What follows belongs to an exercise in optimizing a design on an open flow for small area, a short achievable clock period and few clock cycles per item; a production flow would make more cautious choices.
Function was checked by simulation only, so behaviour that the tests miss may differ from the original.

## aes_inv_sub_bytes
module aes_inv_sub_bytes (
  input  logic         i_clk,
  input  logic         i_rst,
  input  logic         i_valid,
  input  logic [127:0] i_data,
  output logic         o_ready,
  output logic         o_valid,
  input  logic         i_ready,
  output logic [127:0] o_data
);
  function automatic logic [1:0] g4m(input logic [1:0] a, input logic [1:0] b);
    logic k, l0;
    k   = (a[1] ^ a[0]) & (b[1] ^ b[0]);
    l0  = a[0] & b[0];
    g4m = {k ^ l0, (a[1] & b[1]) ^ l0};
  endfunction
  function automatic logic [1:0] g4sq(input logic [1:0] a);
    g4sq = {a[1], a[1] ^ a[0]};
  endfunction
  function automatic logic [1:0] g4n(input logic [1:0] a);
    g4n = {a[1]^a[0], a[1]};
  endfunction
  function automatic logic [3:0] g16m(input logic [3:0] a, input logic [3:0] b);
    logic [1:0] l0;
    l0   = g4m(a[1:0], b[1:0]);
    g16m = {g4m(a[3:2] ^ a[1:0], b[3:2] ^ b[1:0]) ^ l0, g4n(g4m(a[3:2], b[3:2])) ^ l0};
  endfunction
  function automatic logic [3:0] g16sq(input logic [3:0] a);
    g16sq = {g4sq(a[3:2]), g4n(g4sq(a[3:2])) ^ g4sq(a[1:0])};
  endfunction
  function automatic logic [3:0] g16inv(input logic [3:0] a);
    logic [1:0] d, di;
    d      = g4n(g4sq(a[3:2])) ^ g4m(a[3:2], a[1:0]) ^ g4sq(a[1:0]);
    di     = g4sq(d);
    g16inv = {g4m(a[3:2], di), g4m(a[3:2] ^ a[1:0], di)};
  endfunction
  function automatic logic [7:0] inv_sbox(input logic [7:0] a);
    logic [7:0] t, o, y;
    logic [3:0] d, di;
    t[0] = a[3];
    t[1] = a[2]^a[3]^a[5]^a[6];
    t[2] = a[1]^a[2]^a[6];
    t[3] = ~(a[5]^a[7]);
    t[4] = ~(a[1]^a[2]^a[7]);
    t[5] = a[3]^a[4]^a[5]^a[6];
    t[6] = ~(a[0]^a[3]);
    t[7] = a[1]^a[2]^a[6]^a[7];
    d  = g16m(g16sq(t[7:4]), 4'd9) ^ g16m(t[7:4], t[3:0]) ^ g16sq(t[3:0]);
    di = g16inv(d);
    o  = {g16m(t[7:4], di), g16m(t[7:4] ^ t[3:0], di)};
    y[0] = o[0]^o[1]^o[2]^o[4];
    y[1] = o[4]^o[6]^o[7];
    y[2] = o[1]^o[4]^o[5];
    y[3] = o[1]^o[4]^o[6]^o[7];
    y[4] = o[1]^o[3]^o[4];
    y[5] = o[1]^o[2]^o[5]^o[7];
    y[6] = o[2]^o[3]^o[6]^o[7];
    y[7] = o[1]^o[2]^o[5];
    inv_sbox = y;
  endfunction
  logic [127:0] in_q, skid_q, out_q, sub;
  logic         in_v_q, skid_v_q, out_v_q, ready_q;
  logic         take, out_free, in_load, skid_v_d;
  ...
clock: 20.0 ns
lec_check: 0
cap_margin: 20
core_margin: 2
core_utilization: 40
cts_buf_list: sky130_fd_sc_hd__clkbuf_4 sky130_fd_sc_hd__clkbuf_8
slew_margin: 20
standard.sh (not shown) runs the stock make flow with config.mk's settings and CLKGATE_MAP_FILE= SYNTH_SCRIPT=/design/flow/synth_recipe.tcl, a recipe that flattens the netlist after the stock synthesis.
==> flow/flow/run.sh <==
#!/bin/bash
# Standard ORFS layout (the standard.sh), except that:
#  - Yosys's final ABC technology mapping uses flow/map.abc instead of ORFS's speed script
#    (all other synthesis steps, and so the registers and their names, are the standard ones);
#  - the make variables listed in flow/make_args (one VAR=value per line) are added.
set -euo pipefail
W=$PWD
{
  cat <<'TCL'
proc abc {args} {
  set i [lsearch -exact $args -script]
  if {$i >= 0} { lset args [expr {$i + 1}] $::env(FLOW_ABC_SCRIPT) }
  yosys abc {*}$args
}
TCL
  cat "$W/synth_recipe.tcl"
} > "$W/flow_synth.tcl"
sed "s#$W/synth_recipe.tcl#$W/flow_synth.tcl#g" "$W/standard.sh" > "$W/flow_standard.sh"
grep -q flow_synth.tcl "$W/flow_standard.sh"
export FLOW_ABC_SCRIPT="$W/flow/map.abc"
args=()
if [[ -f "$W/flow/make_args" ]]; then
  while IFS= read -r line; do
    [[ -n "$line" && "$line" != \#* ]] && args+=("$line")
  done < "$W/flow/make_args"
fi
bash "$W/flow_standard.sh" "${args[@]}" finish > "$W/flow_make.log" 2>&1
==> flow/flow/make_args <==
BUFFER_PORTS_ARGS=-buffer_cell sky130_fd_sc_hd__buf_2
==> flow/flow/map.abc <==
&get -n
&st
&dch -f
&nf -R 1000
&put
The first run produced a clean layout.
Testbench counts at the start, summed over its fixed seeds: cycles 400, items 384.
Next try:
==> flow/flow/make_args (replaced) <==
BUFFER_PORTS_ARGS=-buffer_cell sky130_fd_sc_hd__buf_2
SETUP_SLACK_MARGIN=14.8
What happened: The changed run completed with no timing, DRC or antenna violations; routed wire length rose by about 30%; core utilization goes up by 19 points; non-clock buffer count goes up by 539; flip-flop and latch count is unchanged; via count goes up by 16%.
Next try:
==> flow/flow/make_args (replaced) <==
BUFFER_PORTS_ARGS=-buffer_cell sky130_fd_sc_hd__buf_1
- CORE_UTILIZATION: 40 -> 65
- PLACE_DENSITY: unset -> 0.75
Outcome: Routed wire length is lower by a quarter to a third; utilization is higher by 7.5 points; worst hold slack stays flat; die area went down by well over a third; flip-flop and latch count is unchanged.
Next try:
==> flow/flow/run.sh (replaced) <==
#!/bin/bash
# Standard ORFS layout (the standard.sh), except that Yosys's final ABC technology mapping
# uses an area-oriented script (flow/map.abc) instead of ORFS's speed script. All other
# synthesis steps, and so the registers and their names, are the standard synthesis's.
set -euo pipefail
W=$PWD
{
  cat <<'TCL'
proc abc {args} {
  set i [lsearch -exact $args -script]
  if {$i >= 0} { lset args [expr {$i + 1}] $::env(FLOW_ABC_SCRIPT) }
  yosys abc {*}$args
}
TCL
  cat "$W/synth_recipe.tcl"
} > "$W/flow_synth.tcl"
sed "s#$W/synth_recipe.tcl#$W/flow_synth.tcl#g" "$W/standard.sh" > "$W/flow_standard.sh"
grep -q flow_synth.tcl "$W/flow_standard.sh"
export FLOW_ABC_SCRIPT="$W/flow/map.abc"
bash "$W/flow_standard.sh" finish > "$W/flow_make.log" 2>&1
- CORE_UTILIZATION: 65 -> 40
- CTS_BUF_LIST: sky130_fd_sc_hd__clkbuf_4 sky130_fd_sc_hd__clkbuf_8 -> unset
- PLACE_DENSITY: 0.75 -> unset
removed: flow/flow/make_args
What happened: The changed run produced a clean layout; synthesized cell count is unchanged; cell count is higher by 8.6%; maximum frequency is higher by 0.34%; via count is lower by 1.6%.

## static timing again, ports no longer ideal
How much do the figures lean on ideal ports? The routed layouts below were timed once more, with nothing changed but the port constraints.
Step 1: set_driving_cell puts a clkbuf_16 on i_clk and a buf_2 on each other input, an assumption about the parent block.
Step 2 also shifts input and output timing later by t, the mid clock arrival at the registers, as if the neighbouring blocks saw the same clock.
a / b / c = ideal / step 1 / step 2; a / b = the first two.
| run | shift t [ns] | slack for setup (ns) | clock arrival spread, ns | worst register clock-pin slew, ns | cell pins on the clock port's net |
|---|---|---|---|---|---|
| the first run | 0.681 | 13.694 / 13.694 / 13.694 | 0.047 / 0.047 | 0.07 / 0.07 | 1 |
| the second run | 0.694 | 14.626 / 14.626 / 14.249 | 0.030 / 0.030 | 0.07 / 0.07 | 1 |
| the third run | 0.693 | 13.698 / 13.698 / 13.661 | 0.031 / 0.031 | 0.07 / 0.07 | 1 |
| the fourth run | 0.640 | 13.720 / 13.720 / 13.608 | 0.024 / 0.024 | 0.07 / 0.07 | 1 |
After both steps every run listed still meets setup and hold. For the second run, which loses most, drivers alone change the setup slack by 0.000 ns; drivers and shift together by -0.377 ns.
